From an optimization exercise on the open Yosys and OpenROAD flow, aimed at small area, a short achievable clock period and few clock cycles per item; shortcuts taken in it are not production practice.
The RTL was checked by simulation tests, not by an equivalence proof against the original design.

Design rsa_core, start of the top module:
module rsa_core (
    input  logic                   clk,
    input  logic                   reset,
    input  logic                   key_valid,
    output logic                   key_ready,
    input  logic [PRIME_WIDTH-1:0] p,
    input  logic [PRIME_WIDTH-1:0] q,
    output logic                   keys_ready,
    output logic [WORD_WIDTH-1:0]  modulus_out,
    output logic [WORD_WIDTH-1:0]  public_e,
    input  logic                   msg_valid,
    output logic                   msg_ready,
    input  logic [WORD_WIDTH-1:0]  msg,
    input  logic                   encrypt,
    output logic                   result_valid,
    input  logic                   result_ready,
    output logic [WORD_WIDTH-1:0]  result
);
    logic [WORD_WIDTH-1:0]  n_reg;     
    logic [E_WIDTH-1:0]     e_reg;
    logic [WORD_WIDTH-1:0]  d_reg;
    logic [MONT_WIDTH-1:0]  r2_reg;    
    logic                   loaded;
    logic [MONT_WIDTH-1:0]  a_reg;     
    logic [MONT_WIDTH-1:0]  x_reg;     
    logic [WORD_WIDTH-1:0]  m_reg;     
    logic [WORD_WIDTH-1:0]  res_reg;
    logic [1:0]             ex_state;
    logic [3:0]             bit_idx;   
    logic                   enc_reg;
    logic                   fix_pend;  
    logic                   move_pend;  
    logic                   res_valid;
    logic [1:0]             kg_state;
    logic [4:0]             kc;        
    logic [2:0]             cand;      
    logic                   e_chk;     
    logic                   e_found;
    logic [4:0]             k_acc;     
    logic [4:0]             k_val;
    logic                   k_found;
    logic [4:0]             d_step;
    logic                   d_done;
    logic signed [5:0]      d_g;       
    logic [3:0]             t_hist;    
    logic [1:0]             dred_s;    
    logic                   dred3;     
    logic                   div3_y;    
    logic                   div3_c;    
    logic                   key_busy_q, keys_ready_q, msg_ready_q;   
    logic                   key_ready_q;
    logic                   sel_a_m, sel_a_c;                   
    logic                   sel_b_r2, sel_b_a, sel_b_x, sel_b_m;  
    logic                   sel_n_c;                            
    assign key_ready_q  = !key_busy_q;   
    assign key_ready    = key_ready_q;
    assign keys_ready   = keys_ready_q;
  ...
Settings: LEC_CHECK=0, CAP_MARGIN=20, CORE_MARGIN=2, CORE_UTILIZATION=40, SLEW_MARGIN=20, SYNTH_HIERARCHICAL=1, SYNTH_MINIMUM_KEEP_SIZE=0; clock period 110.0 ns.
standard.sh (not shown) runs the stock make flow with config.mk's settings and CLKGATE_MAP_FILE= SYNTH_SCRIPT=/design/flow/synth_recipe.tcl, a recipe that flattens the netlist after the stock synthesis.
==> flow/flow/run.sh <==
#!/bin/bash
# The standard layout (the standard.sh, standard synthesis included), with
# a small plain buffer on every port and the timing repair steps asked to leave
# extra setup slack, so that they work on the paths that set the achieved
# period. Constraints are unchanged.
set -euo pipefail
bash standard.sh SETUP_SLACK_MARGIN=86.8 "BUFFER_PORTS_ARGS=-buffer_cell sky130_fd_sc_hd__buf_1" finish > standard.log 2>&1
Testbench counts at the start, summed over its fixed seeds: cycles 12,475, items 1,024.
Then changed:
--- a/flow/flow/run.sh
+++ b/flow/flow/run.sh
@@ -5,3 +5,3 @@
 # period. Constraints are unchanged.
 set -euo pipefail
-bash standard.sh SETUP_SLACK_MARGIN=86.8 "BUFFER_PORTS_ARGS=-buffer_cell sky130_fd_sc_hd__buf_1" finish > standard.log 2>&1
+bash standard.sh SETUP_SLACK_MARGIN=86.9 "BUFFER_PORTS_ARGS=-buffer_cell sky130_fd_sc_hd__buf_1" finish > standard.log 2>&1
After rerunning: The new run finished clean; setup slack gets better by 0.018 ns; clock-buffer cell count does not change; cell count hardly moves; worst hold slack gains 0.013 ns; cell area is about the same.

========
before:
rsa_core, a different RTL version from the one above (not shown whole).
Size: about 3,100 cells after synthesis, roughly 180 flip-flops, ~90 I/O pins.
export LEC_CHECK = 0
export CAP_MARGIN = 20
export CORE_MARGIN = 2
export CORE_UTILIZATION = 40
export CTS_CLUSTER_SIZE = 30
export SLEW_MARGIN = 20
export SYNTH_HIERARCHICAL = 1
export SYNTH_MINIMUM_KEEP_SIZE = 0
create_clock -name core_clock -period 110.0 [get_ports {clk}]
==> flow/flow/run.sh <==
#!/bin/bash
# The standard layout (the standard.sh, standard synthesis included), with
# a small plain buffer on every port and the timing repair steps asked to leave
# extra setup slack, so that they work on the paths that set the achieved
# period. Constraints are unchanged.
set -euo pipefail
bash standard.sh SETUP_SLACK_MARGIN=87 "BUFFER_PORTS_ARGS=-buffer_cell sky130_fd_sc_hd__buf_1" finish > standard.log 2>&1
Per the final summary, before finished and its layout is clean on timing, DRC and antenna.
Testbench counts of before, summed over its fixed seeds: cycles 12,694, items 1,024.
Inputs modified between before and after:
--- a/flow/config.mk
+++ b/flow/config.mk
@@ -11 +10,0 @@
-export CTS_CLUSTER_SIZE = 30
## What came out
Worst hold margin: after vs before identical. before -> after: maximum frequency from static timing analysis delta 0, exact match. From before to after, period utilization did not move at all.

========
Another version of the RTL of rsa_core (not shown whole).
Size in the first run: roughly 3100 cells after synthesis, ~180 flip-flops, ~90 I/O pins, roughly 29000 sq um of cells after synthesis.
==> flow/design.v (excerpt) <==
module rsa_core (
    input  logic                   clk,
    input  logic                   reset,
    input  logic                   key_valid,
    output logic                   key_ready,
    input  logic [PRIME_WIDTH-1:0] p,
    input  logic [PRIME_WIDTH-1:0] q,
    output logic                   keys_ready,
    output logic [WORD_WIDTH-1:0]  modulus_out,
    output logic [WORD_WIDTH-1:0]  public_e,
    input  logic                   msg_valid,
    output logic                   msg_ready,
    input  logic [WORD_WIDTH-1:0]  msg,
    input  logic                   encrypt,
    output logic                   result_valid,
    input  logic                   result_ready,
    output logic [WORD_WIDTH-1:0]  result
);
==> flow/config.mk <==
export PLATFORM = sky130hd
export DESIGN_NAME = rsa_core
export DESIGN_NICKNAME = rsa_core
export VERILOG_FILES = /design/flow/design.v
export SDC_FILE = /design/flow/constraint.sdc
export NUM_CORES = 4
export LEC_CHECK = 0
export CAP_MARGIN = 20
export CORE_MARGIN = 2
export CORE_UTILIZATION = 40
export SLEW_MARGIN = 20
export SYNTH_HIERARCHICAL = 1
export SYNTH_MINIMUM_KEEP_SIZE = 0
==> flow/constraint.sdc <==
create_clock -name core_clock -period 110.0 [get_ports {clk}]
set_input_delay 22.0000 -clock core_clock [delete_from_list [all_inputs] [get_ports {clk}]]
set_output_delay 22.0000 -clock core_clock [all_outputs]
set_load 0.01 [all_outputs]
==> flow/flow/run.sh <==
#!/bin/bash
# The standard layout (the standard.sh, standard synthesis included), with
# a small plain buffer on every port and the timing repair steps asked to leave
# extra setup slack, so that they work on the paths that set the achieved
# period. Constraints are unchanged.
set -euo pipefail
bash standard.sh SETUP_SLACK_MARGIN=86.9 "BUFFER_PORTS_ARGS=-buffer_cell sky130_fd_sc_hd__buf_1" finish > standard.log 2>&1
Testbench counts at the start, summed over its fixed seeds: cycles 12,475, items 1,024.
Edit:
--- a/flow/flow/run.sh
+++ b/flow/flow/run.sh
@@ -6,2 +6,2 @@
 set -euo pipefail
-bash standard.sh SETUP_SLACK_MARGIN=86.9 "BUFFER_PORTS_ARGS=-buffer_cell sky130_fd_sc_hd__buf_1" finish > standard.log 2>&1
+bash standard.sh SETUP_SLACK_MARGIN=87 "BUFFER_PORTS_ARGS=-buffer_cell sky130_fd_sc_hd__buf_1" finish > standard.log 2>&1
The new run passed the timing, DRC and antenna checks.
Setup slack improved by 43 ps.
Global-route usage is lower by 0.10 points.
Flip-flop and latch count stays the same.
Non-clock buffer count is higher by 11.
Count of clock-buffer cells in the layout is higher by 1.
Final cell count barely changes.
Cell area is higher by 0.60%.
Routed wire length is higher by 0.43%.
Synthesized cell count stays the same.
Edit:
--- a/flow/config.mk
+++ b/flow/config.mk
@@ -9,3 +9,3 @@
 export CORE_MARGIN = 2
-export CORE_UTILIZATION = 40
+export CORE_UTILIZATION = 55
 export SLEW_MARGIN = 20
- clock skew is about the same
- final cell count goes down by 6.7%
- sequential cell count is unchanged
- sequential share of layout area goes up by 0.14 points
- setup slack degrades by 76 ps
- wire length is about the same
- clock-buffer cell count does not change
- register-to-register slack degrades by 180 ps
- via count stays flat
- area after synthesis does not change
Edit:
--- a/flow/flow/run.sh
+++ b/flow/flow/run.sh
@@ -6,2 +6,2 @@
 set -euo pipefail
-bash standard.sh SETUP_SLACK_MARGIN=87 "BUFFER_PORTS_ARGS=-buffer_cell sky130_fd_sc_hd__buf_1" finish > standard.log 2>&1
+bash standard.sh SETUP_SLACK_MARGIN=86.8 "BUFFER_PORTS_ARGS=-buffer_cell sky130_fd_sc_hd__buf_1" finish > standard.log 2>&1
--- a/flow/config.mk
+++ b/flow/config.mk
@@ -9,3 +9,3 @@
 export CORE_MARGIN = 2
-export CORE_UTILIZATION = 55
+export CORE_UTILIZATION = 40
 export SLEW_MARGIN = 20
Clock skew stays flat.
Wire length goes down by 0.38%.
Setup slack degrades by 23 ps.
Synthesized area does not change.
Non-clock buffer count went down by 16.
Via count decreases by 0.83%.
Die area rises by 37%.
Design area is about the same.

========
Another version of the RTL of rsa_core (not shown whole).
Size: ~2900 cells after synthesis, roughly 28000 µm² of cells after synthesis.
==> flow/config.mk <==
export PLATFORM = sky130hd
export DESIGN_NAME = rsa_core
export DESIGN_NICKNAME = rsa_core
export VERILOG_FILES = /design/flow/design.v
export SDC_FILE = /design/flow/constraint.sdc
export NUM_CORES = 4
export LEC_CHECK = 0
export CAP_MARGIN = 20
export CORE_MARGIN = 2
export CORE_UTILIZATION = 40
export CTS_BUF_LIST = sky130_fd_sc_hd__clkbuf_4 sky130_fd_sc_hd__clkbuf_8
export SLEW_MARGIN = 20
export SYNTH_HIERARCHICAL = 1
export SYNTH_MINIMUM_KEEP_SIZE = 0
==> flow/constraint.sdc <==
create_clock -name core_clock -period 110.0 [get_ports {clk}]
set_input_delay 22.0000 -clock core_clock [delete_from_list [all_inputs] [get_ports {clk}]]
set_output_delay 22.0000 -clock core_clock [all_outputs]
set_load 0.01 [all_outputs]
==> flow/flow/run.sh <==
#!/bin/bash
# The standard layout (the standard.sh, standard synthesis included), with
# a plain buffer on every port and the timing repair steps asked to leave
# extra setup slack, so that they work on the paths that set the achieved
# period. Constraints are unchanged.
set -euo pipefail
bash standard.sh SETUP_SLACK_MARGIN=87 "BUFFER_PORTS_ARGS=-buffer_cell sky130_fd_sc_hd__buf_2" finish > standard.log 2>&1
The first run finished with timing, DRC and antenna clean.
Testbench counts at the start, summed over its fixed seeds: cycles 13,334, items 1,024.
Next try:
--- a/flow/flow/run.sh
+++ b/flow/flow/run.sh
@@ -5,3 +5,3 @@
 # period. Constraints are unchanged.
 set -euo pipefail
-bash standard.sh SETUP_SLACK_MARGIN=87 "BUFFER_PORTS_ARGS=-buffer_cell sky130_fd_sc_hd__buf_2" finish > standard.log 2>&1
+bash standard.sh SETUP_SLACK_MARGIN=87 "BUFFER_PORTS_ARGS=-buffer_cell sky130_fd_sc_hd__buf_1" finish > standard.log 2>&1
Settings changed: CTS_BUF_LIST sky130_fd_sc_hd__clkbuf_4 sky130_fd_sc_hd__clkbuf_8 to default.
After rerunning:
- The new run completed without violations
- via count goes down by a few percent
- final cell count goes down slightly
- sequential share of layout area barely changes
- routed wire length shrinks by a few percent
- final area falls slightly
- setup slack gets better by 34 ps
- die area does not change
Next try:
--- a/flow/flow/run.sh
+++ b/flow/flow/run.sh
@@ -5,3 +5,3 @@
 # period. Constraints are unchanged.
 set -euo pipefail
-bash standard.sh SETUP_SLACK_MARGIN=87 "BUFFER_PORTS_ARGS=-buffer_cell sky130_fd_sc_hd__buf_1" finish > standard.log 2>&1
+bash standard.sh SETUP_SLACK_MARGIN=87 "BUFFER_PORTS_ARGS=-buffer_cell sky130_fd_sc_hd__buf_2" finish > standard.log 2>&1
The changed run went through all stages and came out clean.
Cell area rises by 0.34%.
Setup slack improved by 10 ps.
Global-route usage climbs by 1.0 points.
Routed wire length grows by 5.6%.
Cell count is about the same.
Next try:
--- a/flow/flow/run.sh
+++ b/flow/flow/run.sh
@@ -5,3 +5,3 @@
 # period. Constraints are unchanged.
 set -euo pipefail
-bash standard.sh SETUP_SLACK_MARGIN=87 "BUFFER_PORTS_ARGS=-buffer_cell sky130_fd_sc_hd__buf_2" finish > standard.log 2>&1
+bash standard.sh SETUP_SLACK_MARGIN=87.4 "BUFFER_PORTS_ARGS=-buffer_cell sky130_fd_sc_hd__buf_2" finish > standard.log 2>&1
=> Setup slack gets better by 16 ps. Final area is higher slightly. Synthesized cell count does not change.

==> static timing again, ports no longer ideal <==
No port has a modelled driver above. Below, the same layouts with a new extraction and two added sets of constraints.
Step 1: set_driving_cell puts a clkbuf_16 on clk and a buf_2 on each other input, an assumption about the parent block.
Step 2 adds t to the input delays and takes it off the output delays; t is the mean of the earliest and latest rising clock arrival at the registers after step 1. Input paths then give back, and output paths get back, about the clock's delay inside the block.
Slacks: no drivers / after step 1 / after step 2; pairs: no drivers / after step 1.
run	t, ns	setup WS [ns]	latest minus earliest clock arrival (ns)
the first run of note 1	0.510	86.838 / 86.793 / 86.351	0.015 / 0.015
the second run of note 1	0.498	86.856 / 86.809 / 86.547	0.019 / 0.019
before	0.508	86.908 / 86.861 / 86.603	0.013 / 0.013
after	0.508	86.908 / 86.861 / 86.603	0.013 / 0.013
the first run of note 3	0.518	86.919 / 86.860 / 86.514	0.017 / 0.017
the second run of note 3	0.507	86.961 / 86.905 / 86.571	0.017 / 0.018
the third run of note 3	0.502	86.885 / 86.836 / 86.677	0.017 / 0.018
the fourth run of note 3	0.519	86.863 / 86.804 / 86.449	0.015 / 0.016
the first run of note 4	0.530	86.872 / 86.830 / 86.723	0.021 / 0.021
the second run of note 4	0.495	86.906 / 86.861 / 86.609	0.010 / 0.010
the third run of note 4	0.492	86.916 / 86.870 / 86.703	0.008 / 0.008
the fourth run of note 4	0.489	86.933 / 86.886 / 86.608	0.015 / 0.015
After both steps every run listed still meets setup and hold. For the first run of note 1, which loses most, drivers alone change the setup slack by -0.045 ns; drivers and shift together by -0.487 ns.
